Source: an optimization exercise on an open RTL-to-GDS flow (aim: small area and a short achievable clock period). Production flows keep margins and buffers that such runs may drop.
The RTL was checked by simulation tests, not by an equivalence proof against the original design.
Power is estimated from default activity; no workload was simulated.

## run 1
Design conv_top, start of the top module:
module conv_top #(
  parameter int PIXEL_W = 8
) (
    input  wire logic                                          clk
  , input  wire logic                                          reset_i
  , input  wire logic                                          s_tvalid_i
  , input  wire logic [PIXEL_W-1:0]                            s_tdata_i
  , input  wire logic                                          s_tuser_i
  , input  wire logic                                          s_tlast_i
  , input  wire logic                                          m_tready_i
  , output logic                                               s_tready_o
  , output logic                                               col_vld_o
  , output logic [5:0]                                         col_pos_o
  , output logic [conv_geom_pkg::KERNEL_ROWS*PIXEL_W-1:0]      col_data_o
);
clock: 5.0 ns
lec_check: 0
cap_margin: 20
core_margin: 2
core_utilization: 75
cts_cluster_diameter: 110
cts_cluster_size: 30
setup_slack_margin: 2.65
slew_margin: 20
synth_hierarchical: 1
synth_minimum_keep_size: 0
run.sh (not shown) runs the stock make flow with config.mk's settings and CLKGATE_MAP_FILE= SYNTH_SCRIPT=/design/flow/synth_recipe.tcl, a recipe that flattens the netlist after the stock synthesis.
[inputs] run 2 vs run 1
--- a/flow/config.mk
+++ b/flow/config.mk
@@ -9,6 +9,6 @@
 export CORE_MARGIN = 2
-export CORE_UTILIZATION = 75
+export CORE_UTILIZATION = 85
 export CTS_CLUSTER_DIAMETER = 110
 export CTS_CLUSTER_SIZE = 30
-export SETUP_SLACK_MARGIN = 2.65
+export SETUP_SLACK_MARGIN = 2.8
 export SLEW_MARGIN = 20
Results
Between run 1 and run 2, combinational cell fraction of total power increased. Share of final-layout standard cells stronger than drive strength 1 for run 2 is higher than for run 1. Lower switching power as a share of total power was reported by run 1, not run 2. Compared with run 1, run 2 shows maximum number of pins on one net before global-route repair that has gone up by a few percent. Higher final cycle utilization of the critical path goes to run 1 over run 2. Run 2 leaves more setup margin than run 1. Final standard cell utilization of the core (higher): run 2. Taking run 1 as the reference, in run 2 power density over cell area now larger; relative contribution of the clock network to total power now smaller; full die area now smaller.
> inputs changed (run 2 -> run 3)
--- a/flow/config.mk
+++ b/flow/config.mk
@@ -9,6 +9,6 @@
 export CORE_MARGIN = 2
-export CORE_UTILIZATION = 85
+export CORE_UTILIZATION = 75
 export CTS_CLUSTER_DIAMETER = 110
 export CTS_CLUSTER_SIZE = 30
-export SETUP_SLACK_MARGIN = 2.8
+export SETUP_SLACK_MARGIN = 2.55
 export SLEW_MARGIN = 20
--- outcome ---
- Run 3 reached the final stage; the timing, DRC and antenna checks on its layout passed.
- Against run 2, run 3 comes in 1.1 points lower on area growth from synthesis to layout.
- Of run 3 and run 2, it is run 3 that has the higher critical path depth.
- Run 2 → run 3: flip-flop and latch share of the layout cell area picked up an extra 0.55 points, buffering stage count on the worst path with inverters included fell 1, die boundary width climbed 18 um, die outline area +13%.
- Summary of run 3 over run 2: worst setup slack decreased by 0.072 ns relative to the old numbers; fraction of met3 tracks used by global routing went down; number of nets at the end of the flow shows a reduction of 70; final cell count went up.
Input changes introduced in run 4 (baseline for comparison: run 3):
--- a/flow/config.mk
+++ b/flow/config.mk
@@ -12,3 +12,3 @@
 export CTS_CLUSTER_SIZE = 30
-export SETUP_SLACK_MARGIN = 2.55
+export SETUP_SLACK_MARGIN = 2.8
 export SLEW_MARGIN = 20
Findings:
Initial DRC count of run 4 exceeds that of run 3 by more than 10%. Routed wire in run 4 totals more than in run 3. Comparing run 3 with run 4, the part of the power in the clock network came out essentially unchanged. Of the two values seen for start point of the critical path, s_tvalid_i was produced by run 4 and u_ingress.sel_hi_q[0]$_DFFE_PP_ by run 3. Relative to run 3, via count has gone up in run 4. In run 4, the post-route total power came out 0.91% above the value in run 3. Changes observed in run 4 relative to run 3: cell leakage power rose by 0.76%, proportion of cell area occupied by multi-input gates stayed essentially flat. Relative to run 3, final cell count increased by 34 in run 4.

========
conv_top again, from the RTL that the note above started with.
make LEC_CHECK=0 CAP_MARGIN=20 CORE_MARGIN=2 CORE_UTILIZATION=65 CTS_CLUSTER_DIAMETER=110 CTS_CLUSTER_SIZE=30 SETUP_SLACK_MARGIN=2.8 SLEW_MARGIN=20 SYNTH_HIERARCHICAL=1 SYNTH_MINIMUM_KEEP_SIZE=0 finish   # period 5.0 ns
Rerun with:
--- a/flow/config.mk
+++ b/flow/config.mk
@@ -10 +10 @@
-export CORE_UTILIZATION = 65
+export CORE_UTILIZATION = 75
@@ -13 +13 @@
-export SETUP_SLACK_MARGIN = 2.8
+export SETUP_SLACK_MARGIN = 3.3
Non-clock buffer count increases by 198.
Wire length increases by a quarter to a third.
Combinational power increases by about a fifth.
Cell count barely changes.
Total power increases by a few percent.
Synthesized cell count stays the same.
Rerun with:
--- a/flow/config.mk
+++ b/flow/config.mk
@@ -13 +13 @@
-export SETUP_SLACK_MARGIN = 3.3
+export SETUP_SLACK_MARGIN = 2.8
@@ -16,0 +17 @@
+export TNS_END_PERCENT = 10
After rerunning:
- The new run finished with timing, DRC and antenna clean
- clock skew stays flat
- sequential share of layout area grows by 5.5 points
- via count shrinks by roughly a tenth
- utilization shrinks by 7.5 points
- non-clock buffer count shrinks by 234
- hold slack got worse by 0.011 ns
- flip-flop and latch count does not change
- synthesized cell count does not change
- cell area shrinks by a little under a tenth
- final cell count shrinks by a few percent
- clock-buffer cell count shrinks by 3

[port drivers added, routing unchanged]
How much do the figures lean on ideal ports? The routed layouts below were timed once more, with nothing changed but the port constraints.
Step 1 (the two cells are an assumption about what drives the block):
set clk [get_ports {clk}]
set_driving_cell -lib_cell sky130_fd_sc_hd__clkbuf_16 $clk
set_driving_cell -lib_cell sky130_fd_sc_hd__buf_2 [delete_from_list [all_inputs] $clk]
Step 2 also shifts input and output timing later by t, the mid clock arrival at the registers, as if the neighbouring blocks saw the same clock.
a / b / c = ideal ports / drivers / drivers and shift; a / b = the first two.
run | t, ns | slack for setup (ns) | worst data-port slew with drivers (ns)
run 1 | 0.748 | 2.594 / 2.540 / 2.034 | 0.04
run 2 | 0.741 | 2.632 / 2.584 / 2.126 | 0.05
run 3 | 0.736 | 2.560 / 2.537 / 1.912 | 0.05
run 4 | 0.744 | 2.622 / 2.563 / 2.196 | 0.04
the first run of note 2 | 0.764 | 2.632 / 2.599 / 2.072 | 0.04
the second run of note 2 | 0.756 | 2.583 / 2.516 / 2.441 | 0.04
the third run of note 2 | 0.746 | 2.623 / 2.566 / 2.165 | 0.04
After both steps setup and hold are still met in every run listed. The setup slack of run 3, which loses most, moves by -0.023 ns with the drivers and by -0.648 ns with both steps.
